From an optimization exercise on the open Yosys and OpenROAD flow, aimed at small area; shortcuts taken in it are not production practice.
Where RTL was checked, it was by simulation tests only, not by an equivalence proof against the original.
No activity file was given, so power comes from the tool's default toggle rates.

==> inputs of branch cedar <==
==> flow/design.v <==
package cpu_pkg;
  localparam int DATA_W     = 32;
  localparam int REG_ADDR_W = 5;
  localparam int NREGS      = 32;
  localparam int LINK_REG   = 31;
  localparam int REG_ZERO   = 0;
  typedef logic [REG_ADDR_W-1:0] reg_addr_t;
endpackage
import cpu_pkg::*;
module wb_select #(
  parameter int DATA_W   = cpu_pkg::DATA_W,
  parameter int LINK_REG = cpu_pkg::LINK_REG
) (
  input  logic              wb_reg_write,
  input  logic              wb_mem_to_reg,
  input  logic [DATA_W-1:0] wb_data,
  input  logic [DATA_W-1:0] wb_result,
  input  cpu_pkg::reg_addr_t         wb_reg_address,
  input  logic              wb_jump_reg,
  input  logic              wb_link,
  input  logic              wb_link_to_rd,
  input  logic [DATA_W-1:0] wb_pc_plus8,
  output logic [DATA_W-1:0] wr_value,
  output cpu_pkg::reg_addr_t         wr_dest,
  output logic              wr_en
);
  logic sel_link, sel_mem, sel_alu;
  assign sel_link = wb_link;
  assign sel_mem  = ~wb_link & wb_mem_to_reg;
  assign sel_alu  = ~wb_link & ~wb_mem_to_reg;
  for (genvar b = 0; b < DATA_W; b++) begin : g_bit
    logic n;
    wbr_aoi222 u_sel (.a1(wb_pc_plus8[b]), .a2(sel_link), .b1(wb_data[b]), .b2(sel_mem),
                      .c1(wb_result[b]), .c2(sel_alu), .y(n));
    wbr_inv    u_inv (.a(n), .y(wr_value[b]));
  end
  assign wr_dest = (wb_link && !wb_link_to_rd) ? cpu_pkg::reg_addr_t'(LINK_REG) : wb_reg_address;
  assign wr_en = (wb_reg_write | wb_link) & ~wb_jump_reg
               & (wr_dest != cpu_pkg::reg_addr_t'(REG_ZERO));
endmodule
import cpu_pkg::*;
module writeback_regfile #(
  parameter int DATA_W   = cpu_pkg::DATA_W,
  parameter int NREGS    = cpu_pkg::NREGS,
  parameter int LINK_REG = cpu_pkg::LINK_REG
) (
  input  logic              clk,
  input  logic              reset_n,
  input  logic              wb_reg_write,
  input  logic              wb_mem_to_reg,
  input  logic [DATA_W-1:0] wb_data,
  input  logic [DATA_W-1:0] wb_result,
  input  cpu_pkg::reg_addr_t         wb_reg_address,
  input  logic              wb_jump_reg,
  input  logic              wb_link,
  input  logic              wb_link_to_rd,
  input  logic [DATA_W-1:0] wb_pc_plus8,
  input  cpu_pkg::reg_addr_t         rd_addr_a,
  input  cpu_pkg::reg_addr_t         rd_addr_b,
  output logic [DATA_W-1:0] rd_data_a,
  output logic [DATA_W-1:0] rd_data_b,
  input  cpu_pkg::reg_addr_t         dbg_addr,
  output logic [DATA_W-1:0] dbg_data,
  output cpu_pkg::reg_addr_t         dbg_last_dest,
  output logic [31:0]       commit_count
);
  logic [DATA_W-1:0] wr_value;
  cpu_pkg::reg_addr_t         wr_dest;
  logic              wr_en;
  logic              bypass_en;
  wb_select #(
    .DATA_W   (DATA_W),
    .LINK_REG (LINK_REG)
  ) u_wb_select (
    .wb_reg_write   (wb_reg_write),
    .wb_mem_to_reg  (wb_mem_to_reg),
    .wb_data        (wb_data),
    .wb_result      (wb_result),
    .wb_reg_address (wb_reg_address),
    .wb_jump_reg    (wb_jump_reg),
    .wb_link        (wb_link),
    .wb_link_to_rd  (wb_link_to_rd),
    .wb_pc_plus8    (wb_pc_plus8),
    .wr_value       (wr_value),
    .wr_dest        (wr_dest),
    .wr_en          (wr_en)
  );
  assign bypass_en = reset_n & wr_en;
  logic [DATA_W-1:0] term [32];
  logic [NREGS-1:1]  valid;
  logic [NREGS-1:1]  wr_sel;
  for (genvar i = 1; i < NREGS; i++) begin : g_reg
    logic [DATA_W-1:0] q;
    assign wr_sel[i] = wr_en & (wr_dest == cpu_pkg::reg_addr_t'(i));
    always_ff @(posedge clk) begin
      if (wr_sel[i]) begin
        q <= wr_value;
      end
    end
    always_ff @(posedge clk) begin
      if (!reset_n) begin
        valid[i] <= 1'b0;
      end else if (wr_sel[i]) begin
        valid[i] <= 1'b1;
      end
    end
    assign term[i-1] = q;
  end
  assign term[31] = wr_value;
  always_ff @(posedge clk) begin
    if (!reset_n) begin
      commit_count <= '0;
    end else if (wr_en) begin
      commit_count <= commit_count + 32'd1;
    end
  end
  always_ff @(posedge clk) begin
    if (!reset_n) begin
      dbg_last_dest <= '0;
    end else if (wr_en) begin
      dbg_last_dest <= wr_dest;
    end
  end
  logic        hit_a, hit_b;
  logic [31:0] sel_a, sel_b, sel_d;
  assign hit_a = bypass_en & (rd_addr_a == wr_dest);
  assign hit_b = bypass_en & (rd_addr_b == wr_dest);
  for (genvar i = 1; i < NREGS; i++) begin : g_sel
    assign sel_a[i-1] = ~hit_a & valid[i] & (rd_addr_a == cpu_pkg::reg_addr_t'(i));
    assign sel_b[i-1] = ~hit_b & valid[i] & (rd_addr_b == cpu_pkg::reg_addr_t'(i));
    assign sel_d[i-1] = valid[i] & (dbg_addr == cpu_pkg::reg_addr_t'(i));
  end
  assign sel_a[31] = hit_a;
  assign sel_b[31] = hit_b;
  assign sel_d[31] = 1'b0;
  for (genvar b = 0; b < DATA_W; b++) begin : g_bit
    logic [31:0] ta;
    for (genvar t = 0; t < 32; t++) begin : g_t
      assign ta[t] = term[t][b];
    end
    wbr_andor32 u_a (.d(ta),       .s(sel_a),       .y(rd_data_a[b]));
    wbr_andor32 u_b (.d(ta),       .s(sel_b),       .y(rd_data_b[b]));
    wbr_andor31 u_d (.d(ta[30:0]), .s(sel_d[30:0]), .y(dbg_data[b]));
  end
endmodule
module wbr_andor32 (
  input  logic [31:0] d,
  input  logic [31:0] s,
  output logic        y
);
  logic [11:0] n;
  logic [2:0]  o;
  for (genvar k = 0; k < 10; k++) begin : g_k
    wbr_aoi222 u (.a1(d[3*k]), .a2(s[3*k]), .b1(d[3*k+1]), .b2(s[3*k+1]),
                  .c1(d[3*k+2]), .c2(s[3*k+2]), .y(n[k]));
  end
  wbr_nand2 u_l0 (.a(d[30]), .b(s[30]), .y(n[10]));
  wbr_nand2 u_l1 (.a(d[31]), .b(s[31]), .y(n[11]));
  wbr_nand4 u_o0 (.a(n[0]), .b(n[1]), .c(n[2]), .d(n[3]), .y(o[0]));
  wbr_nand4 u_o1 (.a(n[4]), .b(n[5]), .c(n[6]), .d(n[7]), .y(o[1]));
  wbr_nand4 u_o2 (.a(n[8]), .b(n[9]), .c(n[10]), .d(n[11]), .y(o[2]));
  wbr_or3   u_y  (.a(o[0]), .b(o[1]), .c(o[2]), .y(y));
endmodule
module wbr_andor31 (
  input  logic [30:0] d,
  input  logic [30:0] s,
  output logic        y
);
  logic [10:0] n;
  logic [2:0]  o;
  for (genvar k = 0; k < 10; k++) begin : g_k
    wbr_aoi222 u (.a1(d[3*k]), .a2(s[3*k]), .b1(d[3*k+1]), .b2(s[3*k+1]),
                  .c1(d[3*k+2]), .c2(s[3*k+2]), .y(n[k]));
  end
  wbr_nand2 u_l (.a(d[30]), .b(s[30]), .y(n[10]));
  wbr_nand4 u_o0 (.a(n[0]), .b(n[1]), .c(n[2]), .d(n[3]), .y(o[0]));
  wbr_nand4 u_o1 (.a(n[4]), .b(n[5]), .c(n[6]), .d(n[7]), .y(o[1]));
  wbr_nand3 u_o2 (.a(n[8]), .b(n[9]), .c(n[10]), .y(o[2]));
  wbr_or3   u_y  (.a(o[0]), .b(o[1]), .c(o[2]), .y(y));
endmodule
module wbr_aoi222 (
  input  logic a1, a2, b1, b2, c1, c2,
  output logic y
);
  assign y = ~((a1 & a2) | (b1 & b2) | (c1 & c2));
endmodule
module wbr_nand4 (
  input  logic a, b, c, d,
  output logic y
);
  assign y = ~(a & b & c & d);
endmodule
module wbr_nand3 (
  input  logic a, b, c,
  output logic y
);
  assign y = ~(a & b & c);
endmodule
module wbr_nand2 (
  input  logic a, b,
  output logic y
);
  assign y = ~(a & b);
endmodule
module wbr_or3 (
  input  logic a, b, c,
  output logic y
);
  assign y = a | b | c;
endmodule
module wbr_inv (
  input  logic a,
  output logic y
);
  assign y = ~a;
endmodule
==> flow/flow/run.sh <==
#!/bin/bash
# The standard layout, with two changes: ports are buffered with a small buffer instead of the
# resizer's default choice (a delay cell), and clock tree synthesis uses clkbuf_16 buffers over sink clusters of up to 28 and
# inserts no dummy loads. The make output goes to make.log; each ORFS step keeps its own log
# under orfs/logs/.
set -euo pipefail
export BUFFER_PORTS_ARGS="-buffer_cell sky130_fd_sc_hd__buf_1"
export CTS_ARGS="-sink_clustering_enable -repair_clock_nets -dont_use_dummy_load -sink_clustering_size 28 -sink_clustering_max_diameter 100 -buf_list {sky130_fd_sc_hd__clkbuf_16}"
bash standard.sh > make.log 2>&1
==> flow/standard.sh <==
#!/bin/bash
# synth_recipe.tcl (not shown) runs the flow's synth.tcl, then flattens the netlist and writes it again
# the make line also repeats each setting of config.mk as NAME=value (left out here)
make -C /OpenROAD-flow-scripts/flow DESIGN_CONFIG=/design/flow/config.mk WORK_HOME=/design/flow/orfs CLKGATE_MAP_FILE= SYNTH_SCRIPT=/design/flow/synth_recipe.tcl "${@:-finish}"
==> flow/config.mk <==
export PLATFORM = sky130hd
export DESIGN_NAME = writeback_regfile
export DESIGN_NICKNAME = writeback_regfile
export VERILOG_FILES = /design/flow/design.v
export SDC_FILE = /design/flow/constraint.sdc
export NUM_CORES = 4
export LEC_CHECK = 0
export CAP_MARGIN = 5
export CELL_PAD_IN_SITES_DETAIL_PLACEMENT = 1
export CELL_PAD_IN_SITES_GLOBAL_PLACEMENT = 1
export CORE_MARGIN = 2
export CORE_UTILIZATION = 35
export PLACE_DENSITY = 0.7
export SETUP_SLACK_MARGIN = 0.2
export SLEW_MARGIN = 5
export SYNTH_HIERARCHICAL = 1
export SYNTH_MINIMUM_KEEP_SIZE = 0
==> flow/constraint.sdc <==
create_clock -name core_clock -period 7.5 [get_ports {clk}]
set_input_delay 1.5000 -clock core_clock [delete_from_list [all_inputs] [get_ports {clk}]]
set_output_delay 1.5000 -clock core_clock [all_outputs]
set_load 0.01 [all_outputs]
==> branch onyx (differences from branch cedar) <==
==> flow/design.v (replaced) <==
package cpu_pkg;
  localparam int DATA_W     = 32;
  localparam int REG_ADDR_W = 5;
  localparam int NREGS      = 32;
  localparam int LINK_REG   = 31;
  localparam int REG_ZERO   = 0;
  typedef logic [REG_ADDR_W-1:0] reg_addr_t;
endpackage
import cpu_pkg::*;
module wb_select #(
  parameter int DATA_W   = cpu_pkg::DATA_W,
  parameter int LINK_REG = cpu_pkg::LINK_REG
) (
  input  logic              wb_reg_write,
  input  logic              wb_mem_to_reg,
  input  logic [DATA_W-1:0] wb_data,
  input  logic [DATA_W-1:0] wb_result,
  input  cpu_pkg::reg_addr_t         wb_reg_address,
  input  logic              wb_jump_reg,
  input  logic              wb_link,
  input  logic              wb_link_to_rd,
  input  logic [DATA_W-1:0] wb_pc_plus8,
  output logic [DATA_W-1:0] wr_value,
  output cpu_pkg::reg_addr_t         wr_dest,
  output logic              wr_en
);
  always_comb begin
    if (wb_link) begin
      wr_value = wb_pc_plus8;
    end else if (wb_mem_to_reg) begin
      wr_value = wb_data;
    end else begin
      wr_value = wb_result;
    end
  end
  assign wr_dest = (wb_link && !wb_link_to_rd) ? cpu_pkg::reg_addr_t'(LINK_REG) : wb_reg_address;
  assign wr_en = (wb_reg_write | wb_link) & ~wb_jump_reg
               & (wr_dest != cpu_pkg::reg_addr_t'(REG_ZERO));
endmodule
import cpu_pkg::*;
module writeback_regfile #(
  parameter int DATA_W   = cpu_pkg::DATA_W,
  parameter int NREGS    = cpu_pkg::NREGS,
  parameter int LINK_REG = cpu_pkg::LINK_REG
) (
  input  logic              clk,
  input  logic              reset_n,
  input  logic              wb_reg_write,
  input  logic              wb_mem_to_reg,
  input  logic [DATA_W-1:0] wb_data,
  input  logic [DATA_W-1:0] wb_result,
  input  cpu_pkg::reg_addr_t         wb_reg_address,
  input  logic              wb_jump_reg,
  input  logic              wb_link,
  input  logic              wb_link_to_rd,
  input  logic [DATA_W-1:0] wb_pc_plus8,
  input  cpu_pkg::reg_addr_t         rd_addr_a,
  input  cpu_pkg::reg_addr_t         rd_addr_b,
  output logic [DATA_W-1:0] rd_data_a,
  output logic [DATA_W-1:0] rd_data_b,
  input  cpu_pkg::reg_addr_t         dbg_addr,
  output logic [DATA_W-1:0] dbg_data,
  output cpu_pkg::reg_addr_t         dbg_last_dest,
  output logic [31:0]       commit_count
);
  logic [DATA_W-1:0] regs [NREGS];
  logic [DATA_W-1:0] wr_value;
  cpu_pkg::reg_addr_t         wr_dest;
  logic              wr_en;
  logic              bypass_en;
  wb_select #(
    .DATA_W   (DATA_W),
    .LINK_REG (LINK_REG)
  ) u_wb_select (
    .wb_reg_write   (wb_reg_write),
    .wb_mem_to_reg  (wb_mem_to_reg),
    .wb_data        (wb_data),
    .wb_result      (wb_result),
    .wb_reg_address (wb_reg_address),
    .wb_jump_reg    (wb_jump_reg),
    .wb_link        (wb_link),
    .wb_link_to_rd  (wb_link_to_rd),
    .wb_pc_plus8    (wb_pc_plus8),
    .wr_value       (wr_value),
    .wr_dest        (wr_dest),
    .wr_en          (wr_en)
  );
  assign bypass_en = reset_n & wr_en;
  always_ff @(posedge clk) begin
    if (!reset_n) begin
      for (int i = 0; i < NREGS; i++) begin
        regs[i] <= '0;
      end
      commit_count <= '0;
    end else if (wr_en) begin
      regs[wr_dest] <= wr_value;
      commit_count  <= commit_count + 32'd1;
    end
  end
  always_comb begin
    if (rd_addr_a == cpu_pkg::reg_addr_t'(REG_ZERO)) begin
      rd_data_a = '0;
    end else if (bypass_en && (rd_addr_a == wr_dest)) begin
      rd_data_a = wr_value;
    end else begin
      rd_data_a = regs[rd_addr_a];
    end
  end
  always_comb begin
    if (rd_addr_b == cpu_pkg::reg_addr_t'(REG_ZERO)) begin
      rd_data_b = '0;
    end else if (bypass_en && (rd_addr_b == wr_dest)) begin
      rd_data_b = wr_value;
    end else begin
      rd_data_b = regs[rd_addr_b];
    end
  end
  assign dbg_data = (dbg_addr == cpu_pkg::reg_addr_t'(REG_ZERO)) ? '0 : regs[dbg_addr];
  always_ff @(posedge clk) begin
    if (!reset_n) begin
      dbg_last_dest <= '0;
    end else if (wr_en) begin
      dbg_last_dest <= wr_dest;
    end
  end
endmodule
==> flow/run.sh (new file) <==
#!/bin/bash
# synth_recipe.tcl (not shown) runs the flow's synth.tcl, then flattens the netlist and writes it again
# the make line also repeats each setting of config.mk as NAME=value (left out here)
make -C /OpenROAD-flow-scripts/flow DESIGN_CONFIG=/design/flow/config.mk WORK_HOME=/design/flow/orfs CLKGATE_MAP_FILE= SYNTH_SCRIPT=/design/flow/synth_recipe.tcl finish
- CAP_MARGIN: 5 -> 20
- CELL_PAD_IN_SITES_DETAIL_PLACEMENT: 1 -> not set
- CELL_PAD_IN_SITES_GLOBAL_PLACEMENT: 1 -> not set
- CORE_UTILIZATION: 35 -> 30
- PLACE_DENSITY: 0.7 -> not set
- SETUP_SLACK_MARGIN: 0.2 -> not set
- SLEW_MARGIN: 5 -> 20
- SYNTH_HIERARCHICAL: 1 -> not set
- SYNTH_MINIMUM_KEEP_SIZE: 0 -> not set
removed: flow/flow/run.sh
removed: flow/standard.sh
==> branch xenon (differences from branch cedar) <==
--- a/flow/design.v
+++ b/flow/design.v
@@ -25,13 +25,12 @@
   output logic              wr_en
 );
-  logic sel_link, sel_mem, sel_alu;
-  assign sel_link = wb_link;
-  assign sel_mem  = ~wb_link & wb_mem_to_reg;
-  assign sel_alu  = ~wb_link & ~wb_mem_to_reg;
-  for (genvar b = 0; b < DATA_W; b++) begin : g_bit
-    logic n;
-    wbr_aoi222 u_sel (.a1(wb_pc_plus8[b]), .a2(sel_link), .b1(wb_data[b]), .b2(sel_mem),
-                      .c1(wb_result[b]), .c2(sel_alu), .y(n));
-    wbr_inv    u_inv (.a(n), .y(wr_value[b]));
+  always_comb begin
+    if (wb_link) begin
+      wr_value = wb_pc_plus8;
+    end else if (wb_mem_to_reg) begin
+      wr_value = wb_data;
+    end else begin
+      wr_value = wb_result;
+    end
   end
   assign wr_dest = (wb_link && !wb_link_to_rd) ? cpu_pkg::reg_addr_t'(LINK_REG) : wb_reg_address;
@@ -149,22 +148,4 @@
   output logic        y
 );
-  logic [11:0] n;
-  logic [2:0]  o;
-  for (genvar k = 0; k < 10; k++) begin : g_k
-    wbr_aoi222 u (.a1(d[3*k]), .a2(s[3*k]), .b1(d[3*k+1]), .b2(s[3*k+1]),
-                  .c1(d[3*k+2]), .c2(s[3*k+2]), .y(n[k]));
-  end
-  wbr_nand2 u_l0 (.a(d[30]), .b(s[30]), .y(n[10]));
-  wbr_nand2 u_l1 (.a(d[31]), .b(s[31]), .y(n[11]));
-  wbr_nand4 u_o0 (.a(n[0]), .b(n[1]), .c(n[2]), .d(n[3]), .y(o[0]));
-  wbr_nand4 u_o1 (.a(n[4]), .b(n[5]), .c(n[6]), .d(n[7]), .y(o[1]));
-  wbr_nand4 u_o2 (.a(n[8]), .b(n[9]), .c(n[10]), .d(n[11]), .y(o[2]));
-  wbr_or3   u_y  (.a(o[0]), .b(o[1]), .c(o[2]), .y(y));
-endmodule
-module wbr_andor31 (
-  input  logic [30:0] d,
-  input  logic [30:0] s,
-  output logic        y
-);
   logic [10:0] n;
   logic [2:0]  o;
@@ -173,4 +154,21 @@
                   .c1(d[3*k+2]), .c2(s[3*k+2]), .y(n[k]));
   end
+  wbr_aoi22 u_l (.a1(d[30]), .a2(s[30]), .b1(d[31]), .b2(s[31]), .y(n[10]));
+  wbr_nand4 u_o0 (.a(n[0]), .b(n[1]), .c(n[2]), .d(n[3]), .y(o[0]));
+  wbr_nand4 u_o1 (.a(n[4]), .b(n[5]), .c(n[6]), .d(n[7]), .y(o[1]));
+  wbr_nand3 u_o2 (.a(n[8]), .b(n[9]), .c(n[10]), .y(o[2]));
+  wbr_or3   u_y  (.a(o[0]), .b(o[1]), .c(o[2]), .y(y));
+endmodule
+module wbr_andor31 (
+  input  logic [30:0] d,
+  input  logic [30:0] s,
+  output logic        y
+);
+  logic [10:0] n;
+  logic [2:0]  o;
+  for (genvar k = 0; k < 10; k++) begin : g_k
+    wbr_aoi222 u (.a1(d[3*k]), .a2(s[3*k]), .b1(d[3*k+1]), .b2(s[3*k+1]),
+                  .c1(d[3*k+2]), .c2(s[3*k+2]), .y(n[k]));
+  end
   wbr_nand2 u_l (.a(d[30]), .b(s[30]), .y(n[10]));
   wbr_nand4 u_o0 (.a(n[0]), .b(n[1]), .c(n[2]), .d(n[3]), .y(o[0]));
@@ -185,4 +183,10 @@
   assign y = ~((a1 & a2) | (b1 & b2) | (c1 & c2));
 endmodule
+module wbr_aoi22 (
+  input  logic a1, a2, b1, b2,
+  output logic y
+);
+  assign y = ~((a1 & a2) | (b1 & b2));
+endmodule
 module wbr_nand4 (
   input  logic a, b, c, d,
@@ -209,8 +213,2 @@
   assign y = a | b | c;
 endmodule
-module wbr_inv (
-  input  logic a,
-  output logic y
-);
-  assign y = ~a;
-endmodule
==> flow/run.sh (new file) <==
#!/bin/bash
# synth_recipe.tcl (not shown) runs the flow's synth.tcl, then flattens the netlist and writes it again
# the make line also repeats each setting of config.mk as NAME=value (left out here)
make -C /OpenROAD-flow-scripts/flow DESIGN_CONFIG=/design/flow/config.mk WORK_HOME=/design/flow/orfs CLKGATE_MAP_FILE= SYNTH_SCRIPT=/design/flow/synth_recipe.tcl finish
- CAP_MARGIN: 5 -> 20
- CELL_PAD_IN_SITES_DETAIL_PLACEMENT: 1 -> not set
- CELL_PAD_IN_SITES_GLOBAL_PLACEMENT: 1 -> not set
- CORE_UTILIZATION: 35 -> 30
- PLACE_DENSITY: 0.7 -> not set
- SETUP_SLACK_MARGIN: 0.2 -> not set
- SLEW_MARGIN: 5 -> 20
removed: flow/flow/run.sh
removed: flow/standard.sh
==> summary.txt <==
Multi-input logic area: branch onyx 30300 um2; branch xenon 16500 um2; branch cedar 15800 um2
Mean routed wirelength per cell: branch onyx 37.0 um; branch xenon 38.3 um; branch cedar 43.2 um
Critical path fanouts, max: branch onyx 16; branch xenon 15; branch cedar 37
Detailed-route via count: branch onyx 50300; branch xenon 42700; branch cedar 42400
Leakage power of the design: branch onyx 25.3 nW; branch xenon 18.6 nW; branch cedar 16.1 nW
Summed area of non-filler cells in the final layout: branch onyx 73900 um2; branch xenon 58800 um2; branch cedar 52600 um2
Cell type of the slowest stage on the worst timing path: branch onyx sky130_fd_sc_hd__a2111oi_4; branch xenon sky130_fd_sc_hd__and3_2; branch cedar sky130_fd_sc_hd__and3_2
Final setup violation count: branch onyx 0; branch xenon 1; branch cedar 0
Fillers: branch onyx 20400; branch xenon 14700; branch cedar 13700
Number of synthesized flops with an enable pin: branch onyx 1024; branch xenon 992; branch cedar 992
Worst setup slack after layout: branch onyx 0.111 ns; branch xenon -0.0244 ns; branch cedar 0.171 ns
Shortest period the worst path allows: branch onyx 7.39 ns; branch xenon 7.52 ns; branch cedar 7.33 ns
Non-filler cells in the finished layout: branch onyx 7901; branch xenon 5759; branch cedar 5257
Tightest Pin Transition: branch onyx 1.32 ns; branch xenon 1.19 ns; branch cedar 1.41 ns
Critical path's largest stage delay: branch onyx 0.87 ns; branch xenon 0.70 ns; branch cedar 1.00 ns
Diode count: branch onyx 11; branch xenon 4; branch cedar 5
Gr usage total: branch onyx 26.3%; branch xenon 26.0%; branch cedar 31.5%
Clock network fraction of total power: branch onyx 35.1%; branch xenon 43.1%; branch cedar 29.0%
Register area share after synthesis: branch onyx 49.6%; branch xenon 65.9%; branch cedar 66.6%
Worst path depth: branch onyx 10; branch xenon 14; branch cedar 13
Net switching component of the power: branch onyx 4.67 mW; branch xenon 2.84 mW; branch cedar 2.25 mW
Highest clock frequency the design can meet: branch onyx 0.135 GHz; branch xenon 0.133 GHz; branch cedar 0.136 GHz
Switching Share: branch onyx 29.8%; branch xenon 22.5%; branch cedar 22.5%
Setup slack of the most critical reg-to-reg path: branch onyx 5.21 ns; branch xenon 5.25 ns; branch cedar 5.23 ns
Logic pwr share: branch onyx 20.0%; branch xenon 4.2%; branch cedar 4.5%
Met2 global-route usage: branch onyx 40.1%; branch xenon 36.7%; branch cedar 44.5%
Outcome: branch onyx finished clean; branch xenon complete, but fails checks; branch cedar finished clean
Layout check failures: branch onyx -; branch xenon setup timing; branch cedar -
Function not checked in branch xenon: the RTL went through the layout flow alone.

-- port drivers added, routing unchanged --
In the flow no input, the clock included, has a driving cell. The finished layouts below were timed again as built, in two steps. Step 1 sets driving cells, clkbuf_16 on the clock port and buf_2 on the other inputs (assumed; they add their load-dependent delay and slew). Step 2 adds t to the input delays and takes it off the output delays; t is the mean of the earliest and latest rising clock arrival at the registers after step 1. Input paths then give back, and output paths get back, about the clock's delay inside the block. Three values: ideal, step 1, step 2; two values: the first two.
run | shift t [ns] | setup slack, ns | pins driven straight from the clock port
branch cedar | 0.722 | 0.171 / 0.148 / 0.148 | 1
branch onyx | 0.841 | 0.111 / 0.038 / 0.038 | 1
branch xenon | 0.801 | -0.024 / -0.045 / -0.045 | 1
For branch onyx, which loses most, drivers alone change the setup slack by -0.073 ns; drivers and shift together by -0.073 ns.
